What follows belongs to an exercise in optimizing a design on an open flow for small area, a short achievable clock period and few clock cycles; a production flow would make more cautious choices.
At most, simulation tests tie the RTL to the original design; equivalence was not proved.
Power figures rest on the tool's default switching activity, not on a simulated workload.

== run a ==
## udp_ipv4_header_builder_unit
module udp_ipv4_header_builder_unit
(
  input  logic                   clk,
  input  logic                   rst,
  input  logic                   push,
  output logic                   full,
  input  logic [8:0]             item,
  output logic                   empty,
  input  logic                   pop,
  output logic [21:0]            result,
  input  logic                   cfg_write,
  input  logic [2:0]             cfg_index,
  input  logic [31:0]            cfg_data
);
Size in the first run: ~1100 cells after synthesis, about 230 flip-flops, about 12000 um2 of cells after synthesis.
clock: 6.0 ns
lec_check: 0
abc_clock_period_in_ps: 2200
cap_margin: 20
core_margin: 2
core_utilization: 60
cts_buf_list: sky130_fd_sc_hd__clkbuf_8 sky130_fd_sc_hd__clkbuf_4
cts_cluster_size: 24
setup_slack_margin: 3.3
slew_margin: 20
run.sh (not shown) runs the stock make flow with config.mk's settings and CLKGATE_MAP_FILE= SYNTH_SCRIPT=/design/flow/synth_recipe.tcl, a recipe that flattens the netlist after the stock synthesis.
Testbench counts of run a, summed over its fixed seeds: cycles 55,014.
## Diff of input files: run b against run a
- a change of SETUP_SLACK_MARGIN from 3.3 to 3.1
- a deleted CTS_BUF_LIST that had been sky130_fd_sc_hd__clkbuf_8 sky130_fd_sc_hd__clkbuf_4
- a deleted CTS_CLUSTER_SIZE that had been 24
- a change of CORE_UTILIZATION from 60 to 40
Notes after the runs:
Run b vs run a: routability congestion estimate from global placement down by a few percent
Routed wire in run b totals less than in run a.
Floorplan check, run b vs run a: die outline larger in run b
On run b: starting density of the core is 21 points lower than what run a gave.
Sort run b and run a by non-clock buffer count asc -> top: run b

========
Another version of the RTL of udp_ipv4_header_builder_unit (not shown whole).
Size in the first run: ~230 flip-flops, roughly 73 I/O pins, about 12,000 um^2 of cells after synthesis.
==> flow/config.mk <==
export PLATFORM = sky130hd
export DESIGN_NAME = udp_ipv4_header_builder_unit
export DESIGN_NICKNAME = udp_ipv4_header_builder_unit
export VERILOG_FILES = /design/flow/design.v
export SDC_FILE = /design/flow/constraint.sdc
export NUM_CORES = 4
export LEC_CHECK = 0
export ABC_CLOCK_PERIOD_IN_PS = 2200
export CAP_MARGIN = 20
export CORE_MARGIN = 2
export CORE_UTILIZATION = 40
export CTS_CLUSTER_DIAMETER = 60
export CTS_CLUSTER_SIZE = 36
export SETUP_SLACK_MARGIN = 2.9
export SLEW_MARGIN = 20
==> flow/constraint.sdc <==
create_clock -name core_clock -period 6.0 [get_ports {clk}]
set_input_delay 1.2000 -clock core_clock [delete_from_list [all_inputs] [get_ports {clk}]]
set_output_delay 1.2000 -clock core_clock [all_outputs]
set_load 0.01 [all_outputs]
standard.sh (not shown) runs the stock make flow with config.mk's settings and CLKGATE_MAP_FILE= SYNTH_SCRIPT=/design/flow/synth_recipe.tcl, a recipe that flattens the netlist after the stock synthesis.
==> flow/flow/run.sh <==
#!/bin/bash
# The standard layout (the standard.sh, synthesis unchanged) with one
# placement setting ORFS reads from the environment:
#  every port still gets a buffer, but of the smallest plain buffer cell
#  (buf_1, which the resizer may upsize) instead of the delay-cell-sized
#  default that buffer_ports picks.

set -euo pipefail
export BUFFER_PORTS_ARGS="-buffer_cell sky130_fd_sc_hd__buf_1"
bash standard.sh > standard.log 2>&1
Next try:
--- a/flow/config.mk
+++ b/flow/config.mk
@@ -12,2 +12,3 @@
-export CTS_CLUSTER_DIAMETER = 60
-export CTS_CLUSTER_SIZE = 36
+export CTS_CLUSTER_DIAMETER = 70
+export CTS_CLUSTER_SIZE = 32
+export PLACE_DENSITY = 0.75
Effect: Via count came out higher slightly; utilization came out lower by 0.61 points; power came out lower by a few percent; final cell count came out lower slightly.
Next try:
--- a/flow/config.mk
+++ b/flow/config.mk
@@ -12,3 +12,2 @@
-export CTS_CLUSTER_DIAMETER = 70
-export CTS_CLUSTER_SIZE = 32
-export PLACE_DENSITY = 0.75
+export CTS_CLUSTER_DIAMETER = 55
+export CTS_CLUSTER_SIZE = 40
Outcome: The new run completed with no timing, DRC or antenna violations; utilization climbs by 0.71 points; die area does not change; cell count rose by 0.88%.
Next try:
==> flow/flow/run.sh (replaced) <==
#!/bin/bash
# The standard layout (the standard.sh, synthesis unchanged) with
# settings ORFS reads from the environment:
#  - every port still gets a buffer, but of the smallest plain buffer cell
#    (buf_1, which the resizer may upsize) instead of the delay-cell-sized
#    default that buffer_ports picks;
#  - clock tree synthesis with the usual clustering but without the dummy
#    loads it otherwise adds to even out the leaf buffers' loads.
set -euo pipefail
export BUFFER_PORTS_ARGS="-buffer_cell sky130_fd_sc_hd__buf_1"
export CTS_ARGS="-sink_clustering_enable -repair_clock_nets -sink_clustering_size 32 -sink_clustering_max_diameter 70 -dont_use_dummy_load"
bash standard.sh > standard.log 2>&1
--- a/flow/config.mk
+++ b/flow/config.mk
@@ -12,2 +11,0 @@
-export CTS_CLUSTER_DIAMETER = 55
-export CTS_CLUSTER_SIZE = 40
Outcome: Synthesized area stays the same. Non-clock buffer count rose by 3. Final cell count fell slightly. Utilization fell by 0.99 points. Power fell by a little under a tenth. Maximum frequency rose slightly. Global-route usage stays flat. Cell area fell by a few percent. Sequential share of layout area rose by 1.0 points.
Next try:
==> flow/flow/run.sh (replaced) <==
#!/bin/bash
# The standard layout (the standard.sh, synthesis unchanged) with one
# placement setting ORFS reads from the environment:
#  every port still gets a buffer, but of the smallest plain buffer cell
#  (buf_1, which the resizer may upsize) instead of the delay-cell-sized
#  default that buffer_ports picks.

set -euo pipefail
export BUFFER_PORTS_ARGS="-buffer_cell sky130_fd_sc_hd__buf_1"
bash standard.sh > standard.log 2>&1
--- a/flow/config.mk
+++ b/flow/config.mk
@@ -12 +12,3 @@
-export SETUP_SLACK_MARGIN = 2.9
+export CTS_CLUSTER_DIAMETER = 70
+export CTS_CLUSTER_SIZE = 32
+export SETUP_SLACK_MARGIN = 3.0
The new run ran to the end with no violations.
Total power climbs by about 6%.
Die area is unchanged.
Register-to-register slack improved by 0.09 ns.
Routed wire length climbs by about 0.7%.
Critical path depth climbs by 2.
Next try:
--- a/flow/config.mk
+++ b/flow/config.mk
@@ -11 +11 @@
-export CORE_UTILIZATION = 40
+export CORE_UTILIZATION = 55
@@ -14 +14 @@
-export SETUP_SLACK_MARGIN = 3.0
+export SETUP_SLACK_MARGIN = 2.9
=> The new run completed with no timing, DRC or antenna violations; core utilization rose by 17 points; cell count fell by 7.2%; worst hold slack is better by 0.025 ns; cell area fell by 2.6%; worst setup slack is worse by 0.12 ns; sequential cell count is unchanged.
No functional check of the RTL was part of any run of this note.

separate check: timing with driven ports:
In the flow no input, the clock included, has a driving cell. The finished layouts below were timed again as built, in two steps.
Step 1 sets driving cells, clkbuf_16 on the clock port and buf_2 on the other inputs (assumed; they add their load-dependent delay and slew).
Step 2 times the ports against the registers' clock, not the clock port: input delays grow and output delays shrink by t, the midpoint of the rising clock arrivals with the driver on.
Slacks: ideal / step 1 / step 2; pairs: ideal / step 1.
run	t (ns)	setup WS [ns]	cell pins on the clock port's net
run a	0.595	2.965 / 2.965 / 2.800	1
run b	0.578	3.091 / 3.068 / 2.610	1
the first run of note 2	0.572	2.968 / 2.968 / 2.434	1
the second run of note 2	0.552	2.965 / 2.965 / 2.492	1
the third run of note 2	0.580	2.950 / 2.953 / 2.400	1
the fourth run of note 2	0.549	2.970 / 2.989 / 2.449	1
the fifth run of note 2	0.551	3.079 / 3.079 / 2.592	1
the sixth run of note 2	0.546	2.959 / 2.959 / 2.515	1
After both steps every run listed still meets setup and hold. For the third run of note 2, which loses most, drivers alone change the setup slack by +0.003 ns; drivers and shift together by -0.550 ns.
